What follows belongs to an exercise in optimizing a design on an open flow for small area and a short achievable clock period; a production flow would make more cautious choices.
Only simulation tests tie the RTL to the original design; equivalence was not proved.

<file path="flow/run.sh">
#!/bin/bash
# synth_recipe.tcl (not shown) runs the flow's synth.tcl, then flattens the netlist and writes it again
# the make line also repeats each setting of config.mk as NAME=value (left out here)
make -C /OpenROAD-flow-scripts/flow DESIGN_CONFIG=/design/flow/config.mk WORK_HOME=/design/flow/orfs CLKGATE_MAP_FILE= SYNTH_SCRIPT=/design/flow/synth_recipe.tcl finish
</file>
<file path="flow/config.mk">
export PLATFORM = sky130hd
export DESIGN_NAME = fc_neuron
export DESIGN_NICKNAME = fc_neuron
export VERILOG_FILES = /design/flow/design.v
export SDC_FILE = /design/flow/constraint.sdc
export NUM_CORES = 4
export LEC_CHECK = 0
export CAP_MARGIN = 20
export CORE_MARGIN = 2
export CORE_UTILIZATION = 40
export SLEW_MARGIN = 20
</file>
<file path="flow/constraint.sdc">
create_clock -name core_clock -period 15.0 [get_ports {clk}]
set_input_delay 3.0000 -clock core_clock [delete_from_list [all_inputs] [get_ports {clk}]]
set_output_delay 3.0000 -clock core_clock [all_outputs]
set_load 0.01 [all_outputs]
</file>
<file path="flow/design.v">
module fc_neuron #(
    parameter int unsigned RELU_EN = 0
) (
    input  logic        clk,
    input  logic        rst,
    input  logic [63:0] pooledPixelArray,
    input  logic [63:0] weight,
    output logic [7:0]  result
);
    localparam int unsigned SumW = 20;
    logic signed [15:0]     prod [8];
    logic signed [SumW-1:0] sum;
    logic [7:0]             score;
    logic [7:0]             result_q;
    always_comb begin
        sum = '0;
        for (int i = 0; i < 8; i++) begin
            prod[i] = $signed(pooledPixelArray[8*i +: 8]) * $signed(weight[8*i +: 8]);
            sum     = sum + {{(SumW-16){prod[i][15]}}, prod[i]};
        end
    end
    always_comb begin
        if (sum > 20'sd127) begin
            score = 8'h7f;
        end else if (sum < -20'sd128) begin
            score = 8'h80;
        end else begin
            score = sum[7:0];
        end
        if ((RELU_EN != 0) && score[7]) begin
            score = 8'h00;
        end
    end
    always_ff @(posedge clk) begin
        if (rst) begin
            result_q <= 8'h00;
        end else begin
            result_q <= score;
        end
    end
    assign result = result_q;
endmodule
</file>
==> results.txt <==
-- path summary, 6_finish.rpt --
| kind | slack [ns] | to | start |
|---|---|---|---|
| hold / removal | 3.48 | result_q[7] | rst |
| setup / recovery | 0.69 | result_q[3] | pooledPixelArray[51] |
-- cells in the mapped netlist, types with 3 or more instances --
master,instances,area share
clkbuf_1,6,0.00097
o21bai_1,3,0.00097
nor2b_1,16,0.0043
xnor2_1,58,0.022
nor2_1,22,0.0036
a211oi_1,7,0.0023
o21ai_0,20,0.0043
or3_1,3,0.00081
a21o_1,11,0.0036
o211ai_1,3,0.00097
nand2_1,212,0.034
inv_1,745,0.12
and3_1,8,0.0022
nor4_1,4,0.0011
and2_1,255,0.069
ha_1,230,0.12
nand3_1,10,0.0022
dfxtp_1,8,0.0069
o21ai_1,4,0.00086
a21boi_0,5,0.0016
nor3_1,17,0.0037
a21oi_1,28,0.0060
xor2_1,10,0.0038
fa_1,642,0.55
o21a_1,9,0.0029
nand2b_1,42,0.011
-- through the flow --
stage	hold WS [ns]	area, sq um	utilization	setup WS (ns)
after global routing	3.49	25600	0.445	0.0479
after floorplan	3.07	23300	-	1.68
final	3.48	25600	0.445	0.694
after CTS	3.49	25600	0.445	0.696
after global placement	3.74	25600	0.444	0.607
after detailed placement	3.73	25600	0.444	0.443
-- routing by layer --
layer  vias up  track usage  wire length [um]
li1       7222            -                 -
met1      8103        0.260             24000
met2       270        0.361             28700
met3        70       0.0178              2100
met4        14       0.0439              1390
met5         -            0                76
-- worst max-delay path: cells and delay by family --
kind                     cells  cell delay, ns
AO/OA/AOI/OAI               11            1.96
AND/OR/NAND/NOR              6            1.37
buffers and inverters        8            0.97
adder cells (fa/ha/maj)     15            7.15
-- kinds of logic after synthesis --
family,share of synthesized area
buffers and inverters,0.121
xor gates and xnor gates,0.0256
adders and majority gates,0.676
and+or+nand+nor,0.136
AOI/OAI and AO/OA,0.0329
DFF,0.00689
muxes,0.000915
-- final cells by class --
type	instances	area (sq um)	share of cell area
repair buffers	137	1370	0.0535
clock buffers	3	75.1	0.00293
diodes	1	2.50	0.0000976
flip-flops and latches	8	160	0.00625
inverters	745	2800	0.109
well taps	765	957	0.0373
multi-input cells	1654	20300	0.791
==> results.txt <==
RD Place Congestion -> 0.876
Max FFs per register -> 8
Fmax -> 69.9 MHz
Crit Path Category -> input pin to register
Largest net degree at the start of global routing -> 10
CP max stage cell -> clkdlybuf4s50_1
Bufs on Longest Clock Path -> 2
Num CTS Buffers -> 3
Post-Route Setup TNS -> 0 ns
Slew Limit Fails -> 0
Vias -> 15700
Synth async-reset ratio -> 0
Placed cells -> 3309
Max-cap violations -> 0
TritonCTS clock tree -> yes
Startpoint types -> input pin
Non-Filler Instances -> 3313
Die area -> 60100 sq um
Final Hold Viols -> 0
RSZ-0062 raised after global routing -> no
Prevailing post-synth register cell -> dfxtp_1
Most frequent cells in the layout -> inv_1 (745), fa_1 (642), and2_1 (255), ha_1 (230), nand2_1 (212)
Die width -> 245 um
Status -> no timing/DRC/antenna violations
FF+latch count, synth -> 8
Netlist cell types -> 53
Sequential area share after synthesis -> 0.00689
CTS resizes -> 0
Arr. time, crit path -> 14.43 ns
Regs by FF count -> result_q: 8 flops
Post-DRT Antenna Nets -> 0
CP max stage delay -> 0.62 ns
Die Y -> 245 um
Synthesized cell area -> 23300 sq um
Vias in the first global route -> 18100
Initial antenna violation count -> 8
Core Region -> 57600 sq um
Final Cycle Share -> 0.954
DRC Markers -> 0
Grt ovf -> 0
DR WL/cell -> 17.0 um
Required @ worst endpoint -> 15.12 ns
Area delta synth->final -> 10.3%
Biggest register -> result_q
Global-route usage over all layers -> 0.200
Initial DRC Count -> 624
Finish-stage setup viols -> 0
CTS hold repair buffers -> 0
Total Wirelength -> 56300 um
Detail Placement HPWL -> 53600 um
Most common cell after layout, fill and taps aside -> inv_1
CP max FO -> 8
Share of layout cells above drive strength 1 -> 0.00667
Final nets -> 3551
Worst-margin pin slew -> 0.702 ns
Number of flops mapped to enable cells by yosys -> 0
Port Buf Inserts -> 137
Reg clk slew, reported paths -> 0.04 ns
First-pass DRT Iterations -> 5
# IOs -> 138
Relative slew slack -> 0.528
Hold Path Class -> input pin to register
H-tree depth -> 1
Global-route wire length before repair -> 94500 um
Min cycle time layout -> 14.31 ns
Hold path cells -> 2
Vias per inst -> 4.73
Post-CTS setup buffer count -> 0
Row count -> 88
Syn Area/Cell -> 9.64 sq um
Filler Cell Count -> 5599
CTS root buf -> clkbuf_16
Initial core utilization -> 0.404
Sinks on Clock Net -> 8
Cell count after synthesis -> 2413
Most frequent cell on the critical path -> fa_1
Yosys warning count -> 2
Worst setup EP type -> register
Syn Nets -> 3415

==> port drivers added, routing unchanged <==
Ports are ideal in the flow. The routed layout listed here was re-timed in OpenROAD. Step 1, drivers: a clkbuf_16 drives clk and a buf_2 each remaining input, both assumed. Step 2 adds t to the input delays and takes it off the output delays; t is the mean of the earliest and latest rising clock arrival at the registers after step 1. Input paths then give back, and output paths get back, about the clock's delay inside the block. Three values: ideal ports, drivers, drivers and shift; two values: the first two.
shift t [ns]: 0.260
slack for setup (ns): 0.694 / 0.702 / 0.442
hold slack, ns: 3.480 / 3.487 / 3.747
slew at the worst register clock pin (ns): 0.04 / 0.04
After both steps setup and hold are still met in this run. The setup slack of this run moves by +0.008 ns with the drivers and by -0.252 ns with both steps.
